Background: an optimization exercise with open tools, aiming at small area and a short achievable clock period. Do not read the settings as production practice. The RTL was checked by simulation tests, not by an equivalence proof against the original design. Power is estimated from default activity; no workload was simulated.

===== flow/run.sh =====
#!/bin/bash
# The standard layout with two changes: the port buffers are buf_4 cells (the standard
# flow's choice is a slow delay cell), and resizing may change a cell's footprint.
# make's output goes to standard.log; each step's full log is in orfs/logs.
set -euo pipefail
bash standard.sh MATCH_CELL_FOOTPRINT=0 "BUFFER_PORTS_ARGS=-buffer_cell sky130_fd_sc_hd__buf_4" finish > standard.log 2>&1

===== design.v =====
package btb_pkg;
    localparam logic [1:0] CNT_SNT   = 2'b00;
    localparam logic [1:0] CNT_WNT   = 2'b01;
    localparam logic [1:0] CNT_WT    = 2'b10;
    localparam logic [1:0] CNT_ST    = 2'b11;
    localparam logic [1:0] CNT_ALLOC = CNT_WT;
    localparam int unsigned ENTRY_TAG_W  = 10;
    localparam int unsigned ENTRY_ADDR_W = 32;
    typedef struct packed {
        logic                    valid;
        logic [ENTRY_TAG_W-1:0]  tag;
        logic [ENTRY_ADDR_W-1:0] target;
        logic [1:0]              cnt;
    } btb_entry_t;
    function automatic logic [1:0] sat_inc(input logic [1:0] c);
        sat_inc = (c == CNT_ST) ? CNT_ST : c + 2'd1;
    endfunction
    function automatic logic [1:0] sat_dec(input logic [1:0] c);
        sat_dec = (c == CNT_SNT) ? CNT_SNT : c - 2'd1;
    endfunction
endpackage
module btb_way #(
    parameter  int unsigned SETS   = 32,
    parameter  int unsigned TAG_W  = 10,
    parameter  int unsigned ADDR_W = 32,
    localparam int unsigned IDX_W  = $clog2(SETS)
) (
    input  logic              clk,
    input  logic [SETS-1:0]   i_lk_sel,
    input  logic [SETS-1:0]   i_lk_rd_sel,
    input  logic [SETS-1:0]   i_lk_valid,
    input  logic [TAG_W-1:0]  i_lk_tag,
    output logic              o_lk_hit,
    output logic [ADDR_W-1:0] o_lk_target,
    output logic [1:0]        o_lk_cnt,
    input  logic [SETS-1:0]   i_wr_sel,
    output logic [TAG_W-1:0]  o_wr_tag,
    output logic [1:0]        o_wr_cnt,
    input  logic              i_wr_entry_en,
    input  logic              i_wr_cnt_en,
    input  logic [TAG_W-1:0]  i_wr_tag,
    input  logic [ADDR_W-1:0] i_wr_target,
    input  logic [1:0]        i_wr_cnt
);
    logic [1:0]        r_cnt    [SETS];
    logic [TAG_W-1:0]  r_tag    [SETS];
    logic [ADDR_W-1:0] r_target [SETS];
    logic [SETS-1:0]   w_match;
    always_comb begin
        o_lk_target = '0;
        o_lk_cnt    = '0;
        o_wr_tag    = '0;
        o_wr_cnt    = '0;
        for (int s = 0; s < int'(SETS); s++) begin
            w_match[s]  = i_lk_sel[s] && i_lk_valid[s] && (r_tag[s] == i_lk_tag);
            o_lk_target = o_lk_target | ({ADDR_W{i_lk_rd_sel[s]}} & r_target[s]);
            o_lk_cnt    = o_lk_cnt    | ({2{i_lk_rd_sel[s]}} & r_cnt[s]);
            o_wr_tag    = o_wr_tag    | ({TAG_W{i_wr_sel[s]}} & r_tag[s]);
            o_wr_cnt    = o_wr_cnt    | ({2{i_wr_sel[s]}} & r_cnt[s]);
        end
        o_lk_hit = |w_match;
    end
    always_ff @(posedge clk) begin
        for (int s = 0; s < int'(SETS); s++) begin
            if (i_wr_sel[s]) begin
                if (i_wr_cnt_en)    r_cnt[s]    <= i_wr_cnt;
                if (i_wr_entry_en) begin
                    r_tag[s]    <= i_wr_tag;
                    r_target[s] <= i_wr_target;
                end
            end
        end
    end
endmodule
module btb_assoc #(
    parameter int unsigned SETS   = 32,
    parameter int unsigned TAG_W  = 10,
    parameter int unsigned ADDR_W = 32
) (
    input  logic              clk,
    input  logic              reset_n,
    input  logic              lookup_en,
    input  logic [ADDR_W-1:0] lookup_pc,
    output logic              hit,
    output logic              predict_taken,
    output logic [ADDR_W-1:0] predict_target,
    output logic [1:0]        counter_state,
    input  logic              upd_en,
    input  logic [ADDR_W-1:0] upd_pc,
    input  logic              upd_taken,
    input  logic [ADDR_W-1:0] upd_target,
    input  logic              flush
);
    localparam int unsigned IDX_W = $clog2(SETS);
    logic [IDX_W-1:0]  w_lk_idx;
    logic [TAG_W-1:0]  w_lk_tag;
    logic [IDX_W-1:0]  w_upd_idx;
    logic [TAG_W-1:0]  w_upd_tag;
    logic [1:0]        r_st [SETS];
    logic [SETS-1:0]   w_lk_sel;
    logic [SETS-1:0]   w_lk_rd_sel;
    logic [SETS-1:0]   w_u_sel;
    logic [SETS-1:0]   w_v0;
    logic [SETS-1:0]   w_v1;
    logic [1:0]        w_lk_hit;
    logic [ADDR_W-1:0] w_lk_target [2];
    logic [1:0]        w_lk_cnt    [2];
    logic [1:0]        w_st;
    logic              w_u_v0;
    logic              w_u_v1;
    logic [TAG_W-1:0]  w_u_tag_q [2];
    logic [1:0]        w_u_cnt_q [2];
    logic [1:0]        w_u_hit;
    logic              w_u_hit_any;
    logic              w_victim;
    logic              w_sel;
    logic              w_go;
    logic [1:0]        w_old_cnt;
    logic [1:0]        w_new_cnt;
    logic [1:0]        w_new_st;
    logic [1:0]        w_wr_en;
    logic              w_unused_pc;
    assign w_lk_idx    = lookup_pc[IDX_W+1:2];
    assign w_lk_tag    = lookup_pc[IDX_W+1+TAG_W:IDX_W+2];
    assign w_upd_idx   = upd_pc[IDX_W+1:2];
    assign w_upd_tag   = upd_pc[IDX_W+1+TAG_W:IDX_W+2];
    assign w_unused_pc = ^{lookup_pc, upd_pc};
    always_comb begin
        for (int s = 0; s < int'(SETS); s++) begin
            w_lk_sel[s]    = (w_lk_idx == IDX_W'(s));
            w_lk_rd_sel[s] = lookup_en && w_lk_sel[s];
            w_u_sel[s]  = (w_upd_idx == IDX_W'(s));
            w_v0[s]     = |r_st[s];
            w_v1[s]     = r_st[s][1];
        end
    end
    for (genvar g = 0; g < 2; g++) begin : g_way
        btb_way #(
            .SETS   (SETS),
            .TAG_W  (TAG_W),
            .ADDR_W (ADDR_W)
        ) u_way (
            .clk            (clk),
            .i_lk_sel       (w_lk_sel),
            .i_lk_rd_sel    (w_lk_rd_sel),
            .i_lk_valid     ((g == 0) ? w_v0 : w_v1),
            .i_lk_tag       (w_lk_tag),
            .o_lk_hit       (w_lk_hit[g]),
            .o_lk_target    (w_lk_target[g]),
            .o_lk_cnt       (w_lk_cnt[g]),
            .i_wr_sel       (w_u_sel),
            .o_wr_tag       (w_u_tag_q[g]),
            .o_wr_cnt       (w_u_cnt_q[g]),
            .i_wr_entry_en  (w_wr_en[g] && upd_taken),
            .i_wr_cnt_en    (w_wr_en[g]),
            .i_wr_tag       (w_upd_tag),
            .i_wr_target    (upd_target),
            .i_wr_cnt       (w_new_cnt)
        );
    end
    always_comb begin
        hit            = lookup_en && (|w_lk_hit);
        predict_target = ({ADDR_W{w_lk_hit[0]}} & w_lk_target[0])
                       | ({ADDR_W{w_lk_hit[1]}} & w_lk_target[1]);
        counter_state  = ({2{w_lk_hit[0]}} & w_lk_cnt[0])
                       | ({2{w_lk_hit[1]}} & w_lk_cnt[1]);
        predict_taken  = counter_state[1];
    end
    always_comb begin
        w_st        = '0;
        for (int s = 0; s < int'(SETS); s++) begin
            w_st = w_st | ({2{w_u_sel[s]}} & r_st[s]);
        end
        w_u_v0      = |w_st;
        w_u_v1      = w_st[1];
        w_u_hit[0]  = w_u_v0 && (w_u_tag_q[0] == w_upd_tag);
        w_u_hit[1]  = w_u_v1 && (w_u_tag_q[1] == w_upd_tag);
        w_u_hit_any = |w_u_hit;
        w_victim    = w_u_v1 ? w_st[0] : w_u_v0;
        w_sel       = w_u_hit_any ? w_u_hit[1] : w_victim;
        w_go        = upd_en && !flush && (w_u_hit_any || upd_taken);
        w_old_cnt   = w_u_hit[1] ? w_u_cnt_q[1] : w_u_cnt_q[0];
        if (!w_u_hit_any) begin
            w_new_cnt = btb_pkg::CNT_ALLOC;
        end else if (upd_taken) begin
            w_new_cnt = btb_pkg::sat_inc(w_old_cnt);
        end else begin
            w_new_cnt = btb_pkg::sat_dec(w_old_cnt);
        end
        w_new_st = (!w_u_v1 && !w_sel) ? 2'b01 : {1'b1, !w_sel};
        w_wr_en  = w_go ? {w_sel, !w_sel} : 2'b00;
    end
    always_ff @(posedge clk or negedge reset_n) begin
        if (!reset_n) begin
            for (int s = 0; s < int'(SETS); s++) r_st[s] <= 2'b00;
        end else if (flush) begin
            for (int s = 0; s < int'(SETS); s++) r_st[s] <= 2'b00;
        end else if (w_go) begin
            for (int s = 0; s < int'(SETS); s++) begin
                if (w_u_sel[s]) r_st[s] <= w_new_st;
            end
        end
    end
endmodule

===== config.mk =====
export PLATFORM = sky130hd
export DESIGN_NAME = btb_assoc
export DESIGN_NICKNAME = btb_assoc
export VERILOG_FILES = /design/flow/design.v
export SDC_FILE = /design/flow/constraint.sdc
export NUM_CORES = 4
export LEC_CHECK = 0
export CAP_MARGIN = 20
export CORE_MARGIN = 2
export CORE_UTILIZATION = 62
export CTS_BUF_LIST = sky130_fd_sc_hd__clkbuf_8
export CTS_CLUSTER_DIAMETER = 70
export CTS_CLUSTER_SIZE = 12
export PLACE_DENSITY = 0.72
export SETUP_SLACK_MARGIN = 2.5
export SLEW_MARGIN = 20
export TNS_END_PERCENT = 20

===== constraint.sdc =====
create_clock -name core_clock -period 7.5 [get_ports {clk}]
set_input_delay 1.5000 -clock core_clock [delete_from_list [all_inputs] [get_ports {clk}]]
set_output_delay 1.5000 -clock core_clock [all_outputs]
set_load 0.01 [all_outputs]

===== standard.sh =====
#!/bin/bash
# synth_recipe.tcl (not shown) runs the flow's synth.tcl, then flattens the netlist and writes it again
# the make line also repeats each setting of config.mk as NAME=value (left out here)
make -C /OpenROAD-flow-scripts/flow DESIGN_CONFIG=/design/flow/config.mk WORK_HOME=/design/flow/orfs CLKGATE_MAP_FILE= SYNTH_SCRIPT=/design/flow/synth_recipe.tcl "${@:-finish}"

==> metrics.log, run 1 <==
INFO  metric synthesized_nets = 7053
INFO  metric cap_violations = 0
INFO  metric ff_latch_count_synth = 2880
INFO  metric tritoncts = done
INFO  metric cpLargestDelayFamily = simple AND/OR/NAND/NOR gates
INFO  metric global_route.usage.total = 0.5466
INFO  metric first_pass_iters = 15
INFO  metric critical-path-max-stage-delay = approximately 0.65 ns
INFO  metric ant_nets = 0
INFO  metric first_global_vias = 78120
INFO  metric insertion_delay = ~1.1 ns
INFO  metric dp_slack = about 0.44 ns
INFO  metric slowest_stage = nor4_2
INFO  metric finalSetupViolCount = 0
INFO  metric final_net_count = 7764
INFO  metric switching_share = 0.2316
INFO  metric synth.avg_cell_area = 16.56 µm²
INFO  metric routed_wl = about 540000 µm
INFO  metric io-pin-count = roughly 140
INFO  metric ys_seq_area_frac = 0.7484
INFO  metric finalHoldWorstSlack = 0.5704 ns
INFO  metric pwr_dens = 211.2 nW/µm²
INFO  metric setup.worst_path.start_class = input pin
INFO  metric most_frequent_standard_cell_in_the_layout_excluding_fill_and_tap_cells = edfxtp_1
INFO  metric cellInternalPower = around 22 mW
INFO  metric worst-r2r-setup-slack = 2.60 ns
INFO  metric timing.final.ws_setup = 1.372 ns
INFO  metric ff2ff_path_depth = 13
INFO  metric synthesis.yosys.warnings = 11
INFO  metric cts_max_level = 5
INFO  metric synth_async_sr_flop_share = 0.02222
INFO  metric static-leakage-power = 43.92 nW
INFO  metric crit_arrival = 4.63 ns
INFO  metric clock_tree.buffer_depth = 4
INFO  metric synth_area_leaders = edfxtp_1, a22oi_1, xnor2_1
INFO  metric coreArea = 185000 µm²
INFO  metric initial_antenna_violation_count = 48
INFO  metric layout-area-overhead-vs-synth = 17.23%
INFO  metric finalWeightedCongestion = 1.094
INFO  metric layout_cells_sized_above_1 = 0.2178
INFO  metric power.switching = ~6.6 mW
INFO  metric path_class = input pin to output pin
INFO  metric post_detailed_route_wirelength_per_cell = 52.60 µm
INFO  metric clkPwrFrac = 0.323
INFO  metric worst_setup_hold_path_clk_slew = 0.08 ns
INFO  metric numPortBuffers = 103
INFO  metric clock-root-buffer = clkbuf_8
INFO  metric yosysTopAreaCell = edfxtp_1
INFO  metric worst-path-max-fanout = 11
INFO  metric power_frac_comb = 0.057
INFO  metric synth_largest_type_area_fraction = 0.7345
INFO  metric critPathBufInv = 5
INFO  metric crit_cells = 12
INFO  metric avgViaCountPerCell = 8.358
INFO  metric dieArea = 189100 µm²
INFO  metric mostFrequentLayoutCells = edfxtp_1, a22oi_1, buf_4
INFO  metric rsz0062_at_grt = yes
INFO  metric dr_drc_count = 0
INFO  metric max_freq = between 150 and 200 MHz
INFO  metric placement_rows = between 150 and 200
INFO  metric dp.final_hpwl = approximately 320000 µm
INFO  metric run_status = finished clean
INFO  metric grt_start_max_net_pins = 65
INFO  metric syn_area = 115100 µm²
INFO  metric grt_remaining_overflow = 0
INFO  metric syn-instance-count = 6951
INFO  metric synth_enable_flop_cells = 2816
INFO  metric start_util = 0.6222
INFO  metric vdd_ir_drop_max = 0.2053 mV
INFO  metric dr_total_vias = 85520
INFO  metric slew_viols_final = 0
INFO  metric critPathCaptureType = output pin
INFO  metric reg2reg_from = g_way[0].u_way.r_tag[20][8]
INFO  metric fillerInstances = 10990
INFO  metric dominantRegCellSynth = edfxtp_1
INFO  metric clock-sinks = between 2000 and 3000
INFO  metric netlist-cell-type-count = 80
INFO  metric hold_path_class = input pin to async pin
INFO  metric timing.critical_path.cells = buf_4 > and3_2 > nand2_1 > nor4_2 > nor4_1 > nand4_1 > clkbuf_16 > buf_8 > o41ai_4 > nand2_1 > buf_6 > buf_6
INFO  metric pwr-share-seq = 0.620
INFO  metric cts_inserted_buffers = 296
INFO  metric tightestPinTransition = approximately 1.3 ns
INFO  metric tns = 0 ns
INFO  metric worst_path_required_time = 6.00 ns
INFO  metric drt_first_iter_violations = 20570
INFO  metric slew_headroom = 0.1239
INFO  metric hold_viol_final = 0
INFO  metric worst_clock_skew = 0.1225 ns
INFO  metric floorplan.die.width = 434.9 µm
INFO  metric timing.critical_path.from = lookup_pc[6]
INFO  metric regToRegEndpoint = g_way[0].u_way.r_target[4][15]
INFO  metric floorplan.die.height = 434.9 µm
INFO  metric timing.final.crit_share = 0.8171
INFO  metric finalWorstPathRequiredPeriod = about 6.1 ns
INFO  metric grt_pass1_wl = 687200 µm
INFO  metric fin_util = 0.7294
==> repair_timing <==
item | in CTS | in global routing
cloned | 39 | 31
resized for setup | 361 | 191
endpoints found under the setup margin | 3038 | 2928
pin swaps | 81 | 72
buffers inserted | 83 | 102
hold buffers | 0 | 0
==> power groups by stage <==
stage | Combinational [mW] | Sequential (mW) | Clock (mW)
finish | 1.63 | 17.7 | 9.20
detailed placement | 1.31 | 18.0 | 0
floorplan | 0.574 | 18.0 | 0
global route | 1.61 | 17.7 | 9.53
global placement | 1.29 | 18.0 | 0
CTS | 1.43 | 17.7 | 8.97
==> logic make-up after synthesis <==
logic type	count (synthesis)	synth area share
AOI/OAI and AO/OA	1630	0.1174
buffers and inverters	505	0.01829
muxes	141	0.01256
xor gates and xnor gates	658	0.05006
and+or+nand+nor	1136	0.05316
DFF	2880	0.7484
adders and majority gates	1	0.00008695
==> layer usage <==
layer / up-vias / routed length (µm) / track usage / part of all wire
li1: 29930 / - / - / -
met1: 40950 / 157200 / 0.6682 / 0.29
met2: 11280 / 215100 / 0.7509 / 0.40
met3: 3315 / 102200 / 0.2316 / 0.19
met4: 50 / 63150 / 0.4633 / 0.12
met5: - / 587 / 0.001764 / 0.0011
==> state kept, by name (all words and copies together) (netlist names) <==
signal / count
g_way.u_way.r_target: 2048
g_way.u_way.r_cnt: 128
g_way.u_way.r_tag: 640
r_st: 64
==> per-stage QoR <==
| stage | area (µm²) | power [mW] | cells |
|---|---|---|---|
| 3_3_place_gp | 124500 | 19.32 | 9587 |
| 4_1_cts | 132200 | 28.06 | 10050 |
| 3_5_place_dp | 124500 | 19.34 | 9589 |
| 2_1_floorplan | 116300 | 18.60 | 6951 |
| 5_1_grt | 134900 | 28.81 | 10200 |
| 6_report | 135000 | 28.50 | 10230 |
==> area by class of cell <==
| cell class | instances | area [µm²] | share of cell area |
|---|---|---|---|
| Clock buffer | 306 | 4212 | 0.03121 |
| Antenna cell | 48 | 120.1 | 0.0008900 |
| Tap cell | 2480 | 3103 | 0.02299 |
| Inverter | 7 | 26.28 | 0.0001947 |
| Sequential cell | 2880 | 86160 | 0.6384 |
| Clock inverter | 34 | 269.0 | 0.001993 |
| Multi-Input combinational cell | 3593 | 30140 | 0.2233 |
| Timing Repair Buffer | 884 | 10930 | 0.08097 |
==> cells in the mapped netlist (all sizes together), types with 7 or more instances <==
cell type	n
nor4	127
clkbuf	342
a22oi	638
o211ai	39
or4	7
mux2i	122
a2111oi	16
buf	156
xor2	180
a22o	366
nand3	122
nor3	167
o2111ai	36
dfrtp	64
nand2b	9
a221oi	360
a32oi	10
mux2	18
nor2b	10
a21oi	25
nand4	280
o21ai	51
xnor2	478
nand3b	8
edfxtp	2816
and3	83
nor2	76
o41ai	34
nand2	215
==> worst max path at each step <==
stage / endpoint / slack [ns]
4_1_cts: predict_target[9] / 1.62
2_1_floorplan: g_way[1].u_way.r_tag[18][0] / 1.92
6_report: predict_target[9] / 1.37
3_3_place_gp: g_way[1].u_way.r_target[15][27] / 0.30
3_5_place_dp: g_way[1].u_way.r_target[1][17] / 0.44
5_1_grt: predict_target[0] / 1.57
==> run 2: changes to the inputs <==
--- a/config.mk
+++ b/config.mk
@@ -5,7 +5,7 @@
 export SDC_FILE = /design/flow/constraint.sdc
 export NUM_CORES = 4
 export LEC_CHECK = 0
-export CAP_MARGIN = 20
+export CAP_MARGIN = 0
 export CORE_MARGIN = 2
 export CORE_UTILIZATION = 62
 export CTS_BUF_LIST = sky130_fd_sc_hd__clkbuf_8
@@ -13,5 +13,5 @@
 export CTS_CLUSTER_SIZE = 12
 export PLACE_DENSITY = 0.72
 export SETUP_SLACK_MARGIN = 2.5
-export SLEW_MARGIN = 20
-export TNS_END_PERCENT = 20
+export SLEW_MARGIN = 0
+export TNS_END_PERCENT = 2
==> metrics.log, run 2 <==
INFO  metric most_frequent_standard_cell_in_the_layout_excluding_fill_and_tap_cells = edfxtp_1
INFO  metric slew_viols_final = 0 (unchanged)
INFO  metric mostFrequentLayoutCells = edfxtp_1, a22oi_1, buf_4
INFO  metric clock-root-buffer = clkbuf_8
INFO  metric run_status = finished clean
INFO  metric cap_violations = 0 (unchanged)
INFO  metric floorplan.die.height = 434.9 µm (unchanged)
INFO  metric worst_path_required_time = 6.00 ns (about the same)
INFO  metric tightestPinTransition = 1.425 ns (+0.1208 ns)
INFO  metric dieArea = 189100 µm² (unchanged)
INFO  metric cts_max_level = 5 (unchanged)
INFO  metric finalSetupViolCount = 0 (unchanged)
INFO  metric post_detailed_route_wirelength_per_cell = 52.17 µm (-0.82%)
INFO  metric hold_path_class = input pin to async pin
INFO  metric hold_buffers = 0 (unchanged)
INFO  metric yosysTopAreaCell = edfxtp_1
INFO  metric fillerInstances = 11040 (+0.48%)
INFO  metric fin_util = 0.7268 (-0.002617)
INFO  metric tritoncts = done
INFO  metric synth_enable_flop_cells = 2816 (unchanged)
INFO  metric insertion_delay = 1.12 ns (about the same)
INFO  metric timing.critical_path.from = lookup_pc[3]
INFO  metric largest_register_ff_count = 2048 (unchanged)
INFO  metric ff2ff_path_depth = 12 (-1)
INFO  metric ant_nets = 0 (unchanged)
INFO  metric clock_tree.buffer_depth = 4 (unchanged)
INFO  metric avgViaCountPerCell = 8.285 (-0.87%)
INFO  metric io-pin-count = 138 (unchanged)
INFO  metric setup.worst_path.start_class = input pin
INFO  metric max_freq = 164.3 MHz (+0.67%)
INFO  metric synth.avg_cell_area = 16.56 µm² (unchanged)
INFO  metric routed_wl = 532400 µm (-1.1%)
INFO  metric rsz0062_at_grt = yes
INFO  metric ys_seq_area_frac = 0.7484 (unchanged)
INFO  metric path_class = input pin to output pin
INFO  metric dominant_cell_by_count_in_the_synthesized_netlist = edfxtp_1
INFO  metric cts_inserted_buffers = 296 (unchanged)
INFO  metric finalWeightedCongestion = 1.094 (unchanged)
INFO  metric synthesis.yosys.warnings = 11 (unchanged)
INFO  metric dominantRegCellSynth = edfxtp_1
INFO  metric slew_headroom = 0.04133 (-0.08258)
INFO  metric grt_remaining_overflow = 0 (unchanged)
INFO  metric worst-r2r-setup-slack = 2.53 ns (-0.07 ns)
INFO  metric finalWorstPathRequiredPeriod = 6.087 ns (-0.04061 ns)
INFO  metric first_pass_iters = 13 (-2)
INFO  metric layout_cells_sized_above_1 = 0.2166 (-0.001251)
INFO  metric grt_start_max_net_pins = 65 (unchanged)
INFO  metric worst-path-max-fanout = 22 (+11)
INFO  metric dp.final_hpwl = 314700 µm (-0.15%)
INFO  metric synth_async_sr_flop_share = 0.02222 (unchanged)
INFO  metric clock-sinks = 2880 (unchanged)
INFO  metric crit_arrival = 4.59 ns (-0.04 ns)
INFO  metric static-leakage-power = 43.69 nW (-0.53%)
INFO  metric initial_antenna_violation_count = 44 (-8.3%)
INFO  metric regToRegEndpoint = g_way[1].u_way.r_target[27][11]
INFO  metric timing.final.crit_share = 0.8117 (-0.005415)
INFO  metric final_net_count = 7731 (-0.43%)
INFO  metric start_util = 0.6222 (unchanged)
INFO  metric synth_area_leaders = edfxtp_1, a22oi_1, xnor2_1
INFO  metric numPortBuffers = 103 (unchanged)
INFO  metric placed_area = 124500 µm² (about the same)
INFO  metric top_register = g_way.u_way.r_target
INFO  metric worst_setup_hold_path_clk_slew = 0.10 ns (+0.02 ns)
INFO  metric global_route.usage.total = 0.5501 (+0.003539)
INFO  metric ff_latch_count_synth = 2880 (unchanged)
INFO  metric dr_total_vias = 84550 (-1.1%)
INFO  metric hold_viol_final = 0 (unchanged)
INFO  metric reg2reg_from = r_st[20][1]
INFO  metric placement_rows = 158 (unchanged)
INFO  metric coreArea = 185000 µm² (unchanged)
INFO  metric pwr_dens = 211.0 nW/µm² (about the same)
INFO  metric critPathCaptureType = output pin
INFO  metric synth_largest_type_area_fraction = 0.7345 (unchanged)
INFO  metric layout-area-overhead-vs-synth = 16.81%
INFO  metric post_route_cell_area = 134500 µm² (-0.36%)
INFO  metric synthesized_nets = 7053 (unchanged)
INFO  metric grt_pass1_wl = 690100 µm (+0.43%)
INFO  metric vdd_ir_drop_max = 0.2832 mV (+38%)
INFO  metric floorplan.die.width = 434.9 µm (unchanged)
INFO  metric reg_top3 = g_way.u_way.r_target (2048), g_way.u_way.r_tag (640), g_way.u_way.r_cnt (128)
INFO  metric syn-instance-count = 6951 (unchanged)
INFO  metric tns = 0 ns (unchanged)
INFO  metric dr_drc_count = 0 (unchanged)
INFO  metric drt_first_iter_violations = 19830 (-3.6%)
INFO  metric post_synth_most_frequent_cells = edfxtp_1, a22oi_1, xnor2_1, a22o_1, a221oi_1
INFO  metric netlist-cell-type-count = 80 (unchanged)
INFO  metric worst_clock_skew = 0.1091 ns (-0.01342 ns)
INFO  metric syn_area = 115100 µm² (unchanged)
INFO  metric first_global_vias = 77940 (-0.23%)
run 2: stage by stage:
stage / setup WS (ns) / cells / power [mW] / hold slack, ns
2_1_floorplan: 1.922 / 6951 / 18.60 / 0.5135
3_3_place_gp: 0.2994 / 9587 / 19.32 / 0.5468
3_5_place_dp: 0.2777 / 9588 / 19.34 / 0.5517
4_1_cts: 1.700 / 10060 / 28.02 / 0.5397
5_1_grt: 1.539 / 10170 / 28.72 / 0.5998
6_report: 1.413 / 10210 / 28.38 / 0.5488
run 2: critical path, stage by stage:
cell and delay, ns:
buf_4 0.14, nor2b_1 0.13, buf_4 0.29, and3_4 0.34, buf_4 0.26, buf_4 0.22
a22oi_1 0.19, nand4_1 0.22, o41ai_4 0.83, nand2_1 0.15, buf_6 0.18, buf_6 0.11
run 2: cells by family (layout without fill, tap and decap cells):
kind of cell             Yosys count  count (layout)  share of synthesized area
XOR/XNOR                         658             658                    0.05006
flip-flops                      2880            2880                     0.7484
AO/OA/AOI/OAI                   1630            1630                     0.1174
other                              0              55                          0
AND/OR/NAND/NOR                 1136            1166                    0.05316
buffers and inverters            505            1194                    0.01829
adder cells (fa/ha/maj)            1               1                 0.00008695
multiplexers                     141             141                    0.01256
run 2: how the worst max path moves through the flow:
stage | end | slack [ns] | cells after the start
3_5_place_dp | g_way[1].u_way.r_target[15][9] | 0.28 | 14
2_1_floorplan | g_way[1].u_way.r_tag[18][0] | 1.92 | 14
4_1_cts | predict_target[13] | 1.70 | 17
5_1_grt | predict_target[26] | 1.54 | 18
6_report | predict_target[9] | 1.41 | 12
3_3_place_gp | g_way[1].u_way.r_target[15][27] | 0.30 | 16
run 2: final cells by class:
cell class | count | area, µm² | share of cell area
diodes | 55 | 137.6 | 0.001023
flip-flops and latches | 2880 | 86160 | 0.6407
well taps | 2480 | 3103 | 0.02307
inverters | 7 | 26.28 | 0.0001954
multi-input cells | 3596 | 30370 | 0.2258
clock inverters | 34 | 206.4 | 0.001535
repair buffers | 848 | 10270 | 0.07640
clock buffers | 305 | 4198 | 0.03122
run 2: timing repair:
item	CTS	global route
endpoints found under the setup margin	3041	3032
cloned	48	8
setup buffers	87	80
pin swaps	85	52
gates resized for setup	425	171
run 2: where the power goes:
group          leakage (nW)  total (mW)  internal [mW]  switching (mW)
sequential             26.5        17.7           17.7          0.0170
clock                  2.33        9.07           3.70            5.37
combinational          14.9        1.64          0.461            1.18
run 2: routing by layer:
layer	up-vias	wire [µm]	global-route usage
li1	29890	-	-
met1	40640	157900	0.6735
met2	10840	216300	0.7555
met3	3137	98040	0.2328
met4	44	59730	0.4652
met5	-	407	0.001512
==> run 3: changes to the inputs <==
==> flow/run.sh (replaced) <==
#!/bin/bash
# The standard layout with three changes: the port buffers are buf_4 cells (the standard
# flow's choice is a slow delay cell), resizing may change a cell's footprint, and io.tcl
# puts the lookup port's pins on the bottom edge and the update port's on the top edge.
# make's output goes to standard.log; each step's full log is in orfs/logs.
set -euo pipefail
F=$(cd "$(dirname "$0")" && pwd)
bash standard.sh MATCH_CELL_FOOTPRINT=0 "BUFFER_PORTS_ARGS=-buffer_cell sky130_fd_sc_hd__buf_4" \
  IO_CONSTRAINTS=$F/io.tcl finish > standard.log 2>&1
==> flow/io.tcl (new file) <==
# Pin sides: the lookup port (its inputs and all four outputs) on the bottom edge, so the
# same-cycle lookup path starts and ends on one side; the update port on the top edge.
set_io_pin_constraint -pin_names {lookup_en lookup_pc[*] hit predict_taken predict_target[*] counter_state[*]} -region bottom:*
set_io_pin_constraint -pin_names {upd_en upd_pc[*] upd_taken upd_target[*] flush reset_n} -region top:*
--- a/config.mk
+++ b/config.mk
@@ -5,7 +5,7 @@
 export SDC_FILE = /design/flow/constraint.sdc
 export NUM_CORES = 4
 export LEC_CHECK = 0
-export CAP_MARGIN = 0
+export CAP_MARGIN = 20
 export CORE_MARGIN = 2
 export CORE_UTILIZATION = 62
 export CTS_BUF_LIST = sky130_fd_sc_hd__clkbuf_8
@@ -13,5 +13,5 @@
 export CTS_CLUSTER_SIZE = 12
 export PLACE_DENSITY = 0.72
 export SETUP_SLACK_MARGIN = 2.5
-export SLEW_MARGIN = 0
-export TNS_END_PERCENT = 2
+export SLEW_MARGIN = 20
+export TNS_END_PERCENT = 20
==> metrics.log, run 3 <==
INFO  metric run_status = finished clean
INFO  metric ff_latch_count_synth = 2880 (unchanged)
INFO  metric grt_remaining_overflow = 0 (unchanged)
INFO  metric ys_seq_area_frac = 0.7484 (unchanged)
INFO  metric slew_viols_final = 0 (unchanged)
INFO  metric io-pin-count = 138 (unchanged)
INFO  metric tns = 0 ns (unchanged)
INFO  metric slowest_stage = nand4_1
INFO  metric floorplan.die.height = 434.9 µm (unchanged)
INFO  metric synth.avg_cell_area = 16.56 µm² (unchanged)
INFO  metric syn_area = 115100 µm² (unchanged)
INFO  metric cts_inserted_buffers = 298 (+0.68%)
INFO  metric setup.worst_path.start_class = input pin
INFO  metric timing.final.ws_setup = 1.270 ns (-0.1422 ns)
INFO  metric drt_first_iter_violations = 19550 (-1.4%)
INFO  metric yosysTopAreaCell = edfxtp_1
INFO  metric fin_util = 0.7408 (+0.01403)
INFO  metric dp.final_hpwl = 326300 µm (+3.7%)
INFO  metric hold_path_class = input pin to async pin
INFO  metric dr_total_vias = 85360 (+0.95%)
INFO  metric mostFrequentLayoutCells = edfxtp_1, a22oi_1, buf_4
INFO  metric cap_violations = 0 (unchanged)
INFO  metric first_pass_iters = 9 (-4)
INFO  metric synth_enable_flop_cells = 2816 (unchanged)
INFO  metric top_register = g_way.u_way.r_target
INFO  metric hold_viol_final = 0 (unchanged)
INFO  metric worst-path-max-fanout = 22 (unchanged)
INFO  metric wirelength_met1 = 158300 µm (+0.30%)
INFO  metric path_class = input pin to output pin
INFO  metric routed_wl = 538100 µm (+1.1%)
INFO  metric tritoncts = done
INFO  metric synth_largest_type_area_fraction = 0.7345 (unchanged)
INFO  metric dp_slack = 0.3457 ns (+0.06799 ns)
INFO  metric dr_drc_count = 0 (unchanged)
INFO  metric pwr_dens = 209.5 nW/µm² (-0.70%)
INFO  metric placement_rows = 158 (unchanged)
INFO  metric dominant_cell_by_count_in_the_synthesized_netlist = edfxtp_1
INFO  metric finalWorstPathRequiredPeriod = 6.230 ns (+0.1422 ns)
INFO  metric vdd_ir_drop_max = 0.2549 mV (-10%)
INFO  metric uppermost_signal_routing_layer_after_detailed_routing = met5
INFO  metric first_global_vias = 78440 (+0.64%)
INFO  metric crit_arrival = 4.73 ns (+0.14 ns)
INFO  metric grt_start_max_net_pins = 66 (+1.5%)
INFO  metric synthesized_nets = 7053 (unchanged)
INFO  metric max_freq = 160.5 MHz (-2.3%)
INFO  metric synth_async_sr_flop_share = 0.02222 (unchanged)
INFO  metric post_detailed_route_wirelength_per_cell = 51.75 µm (-0.80%)
INFO  metric layout_cells_sized_above_1 = 0.2342 (+0.01763)
INFO  metric syn-instance-count = 6951 (unchanged)
INFO  metric tightestPinTransition = 1.209 ns (-0.2157 ns)
INFO  metric numPortBuffers = 103 (unchanged)
INFO  metric cell_count_post_placement = 9768 (+1.9%)
INFO  metric hold_buffers = 0 (unchanged)
INFO  metric critPathCaptureType = output pin
INFO  metric worst_setup_hold_path_clk_slew = 0.08 ns (-0.02 ns)
INFO  metric netlist-cell-type-count = 80 (unchanged)
INFO  metric insertion_delay = 1.16 ns (+0.04 ns)
INFO  metric layout-area-overhead-vs-synth = 19.07%
INFO  metric largest_register_ff_count = 2048 (unchanged)
INFO  metric grt_pass1_wl = 692800 µm (+0.39%)
INFO  metric synthesis.yosys.warnings = 11 (unchanged)
INFO  metric dominantRegCellSynth = edfxtp_1
INFO  metric rsz0062_at_grt = yes
INFO  metric finalWeightedCongestion = 1.125 (+2.8%)
INFO  metric finalSetupViolCount = 0 (unchanged)
INFO  metric coreArea = 185000 µm² (unchanged)
INFO  metric static-leakage-power = 44.93 nW (+2.8%)
INFO  metric initial_antenna_violation_count = 55 (+25%)
INFO  metric start_util = 0.6222 (unchanged)
INFO  metric floorplan.die.width = 434.9 µm (unchanged)
INFO  metric clock-root-buffer = clkbuf_8
INFO  metric most_frequent_standard_cell_in_the_layout_excluding_fill_and_tap_cells = edfxtp_1
INFO  metric timing.final.crit_share = 0.8306 (+0.01896)
INFO  metric crit_path_frequent_cell = buf_4
INFO  metric detailroute.wirelength.met2 = 216200 µm (about the same)
INFO  metric worst_clock_skew = 0.1382 ns (+0.02913 ns)
INFO  metric fillerInstances = 10570 (-4.3%)
INFO  metric final_net_count = 7933 (+2.6%)
INFO  metric synth_area_leaders = edfxtp_1, a22oi_1, xnor2_1
INFO  metric reg_top3 = g_way.u_way.r_target (2048), g_way.u_way.r_tag (640), g_way.u_way.r_cnt (128)
INFO  metric worst_path_required_time = 6.00 ns (about the same)
INFO  metric slew_headroom = 0.1939 (+0.1526)
INFO  metric post_synth_most_frequent_cells = edfxtp_1, a22oi_1, xnor2_1, a22o_1, a221oi_1
INFO  metric report.power.total = 28.72 mW (+1.2%)
INFO  metric critical-path-max-stage-delay = 0.58 ns (-0.25 ns)
INFO  metric dieArea = 189100 µm² (unchanged)
INFO  metric avgViaCountPerCell = 8.209 (-0.92%)
INFO  metric ff2ff_path_depth = 15 (+3)
INFO  metric ant_nets = 0 (unchanged)
INFO  metric clock_tree.buffer_depth = 4 (unchanged)
INFO  metric timing.critical_path.cells = buf_12 > buf_6 > xnor2_1 > nand4_1 > nor4_2 > buf_4 > nor4_2 > buf_4 > nand4_1 > or2_4 > buf_16 > buf_12 > o41ai_2 > nand2_2 > buf_6 > buf_4
INFO  metric cts_max_level = 5 (unchanged)
INFO  metric clock-sinks = 2880 (unchanged)
INFO  metric detailroute.wirelength.met3 = 98080 µm (about the same)
INFO  metric global_route.usage.total = 0.5492 (-0.0008986)
INFO  metric stdcell_count = 10400 (+1.9%)
run 3: per-stage QoR:
stage          area (µm²)  hold slack [ns]
6_report           137100           0.5511
5_1_grt            137000           0.6065
4_1_cts            134700           0.5271
3_5_place_dp       127000           0.5710
3_3_place_gp       127000           0.5617
2_1_floorplan      116300           0.5135
run 3: path summary, 6_finish.rpt:
path                                        startpoint                           to  slack, ns
setup / recovery                         lookup_pc[13]           predict_target[21]       1.27
hold / removal                                 reset_n                  r_st[27][1]       0.55
setup reg to reg           g_way[0].u_way.r_tag[11][7]  g_way[1].u_way.r_tag[13][5]       2.73
hold reg to reg                            r_st[24][0]                  r_st[24][0]       0.58
max in group asynchronous                      reset_n                   r_st[6][1]       6.36
min in group core_clock                    r_st[24][0]                  r_st[24][0]       0.58
run 3: cell families (layout without fill, tap and decap cells):
family,Yosys count,in the layout,share of synthesized area
buffers and inverters,505,1418,0.01829
other,0,44,0
AO/OA/AOI/OAI,1630,1630,0.1174
XOR/XNOR,658,658,0.05006
AND/OR/NAND/NOR,1136,1146,0.05316
adder cells (fa/ha/maj),1,1,0.00008695
flip-flops,2880,2880,0.7484
multiplexers,141,141,0.01256
run 3: power breakdown:
part / switching (mW) / internal (mW) / leakage (nW)
Sequential: 0.0168 / 17.7 / 26.5
Clock: 5.51 / 3.81 / 2.35
Combinational: 1.22 / 0.507 / 16.1
Total: 6.75 / 22.0 / 44.9
run 3: area by class of cell:
class	count	area (µm²)	area share
multi-input combinational	3576	29990	0.2188
timing repair buffer	1068	13160	0.09604
inverter	7	27.53	0.0002008
antenna	44	110.1	0.0008033
tap	2480	3103	0.02264
clock buffer	304	4184	0.03052
clock inverter	39	332.8	0.002428
sequential	2880	86160	0.6286
run 3: metal layers:
layer,track usage,vias up
met5,0,-
met4,0.4540,34
met3,0.2192,3193
met2,0.7651,10960
met1,0.6763,40910
li1,-,30270
run 3: timing repair:
action / in CTS / in global routing
pin swaps: 68 / 73
cloned: 24 / 14
setup endpoints to repair: 3044 / 2766
buffers inserted: 98 / 107
resized for setup: 390 / 192
run 3: critical path: cells and delay by family:
family,cells,cell delay [ns]
AOI/OAI and AO/OA,1,0.08
xor gates and xnor gates,1,0.14
buffers and inverters,8,1.43
and+or+nand+nor,6,1.50

## separate check: timing with driven ports
Ports are ideal in the flow. The routed layouts listed here were re-timed in OpenROAD.
Step 1: set_driving_cell puts a clkbuf_16 on clk and a buf_2 on each other input, an assumption about the parent block.
Step 2 moves the port delays by t, midway between the first and last clock arrival at a register: inputs arrive t later, outputs are due t later. That takes back most of the time a late clock gives input paths.
Three values: ideal, step 1, step 2; two values: the first two.
run	t (ns)	slack for setup (ns)	worst hold slack (ns)
run 1	1.142	1.372 / 1.232 / 0.890	0.570 / 0.500 / 0.579
run 2	1.159	1.413 / 1.323 / 0.673	0.549 / 0.479 / 0.581
run 3	1.190	1.270 / 1.013 / 0.940	0.551 / 0.574 / 0.576
After both steps setup and hold are still met in every run listed. For run 2, which loses most, drivers alone change the setup slack by -0.090 ns; drivers and shift together by -0.740 ns.
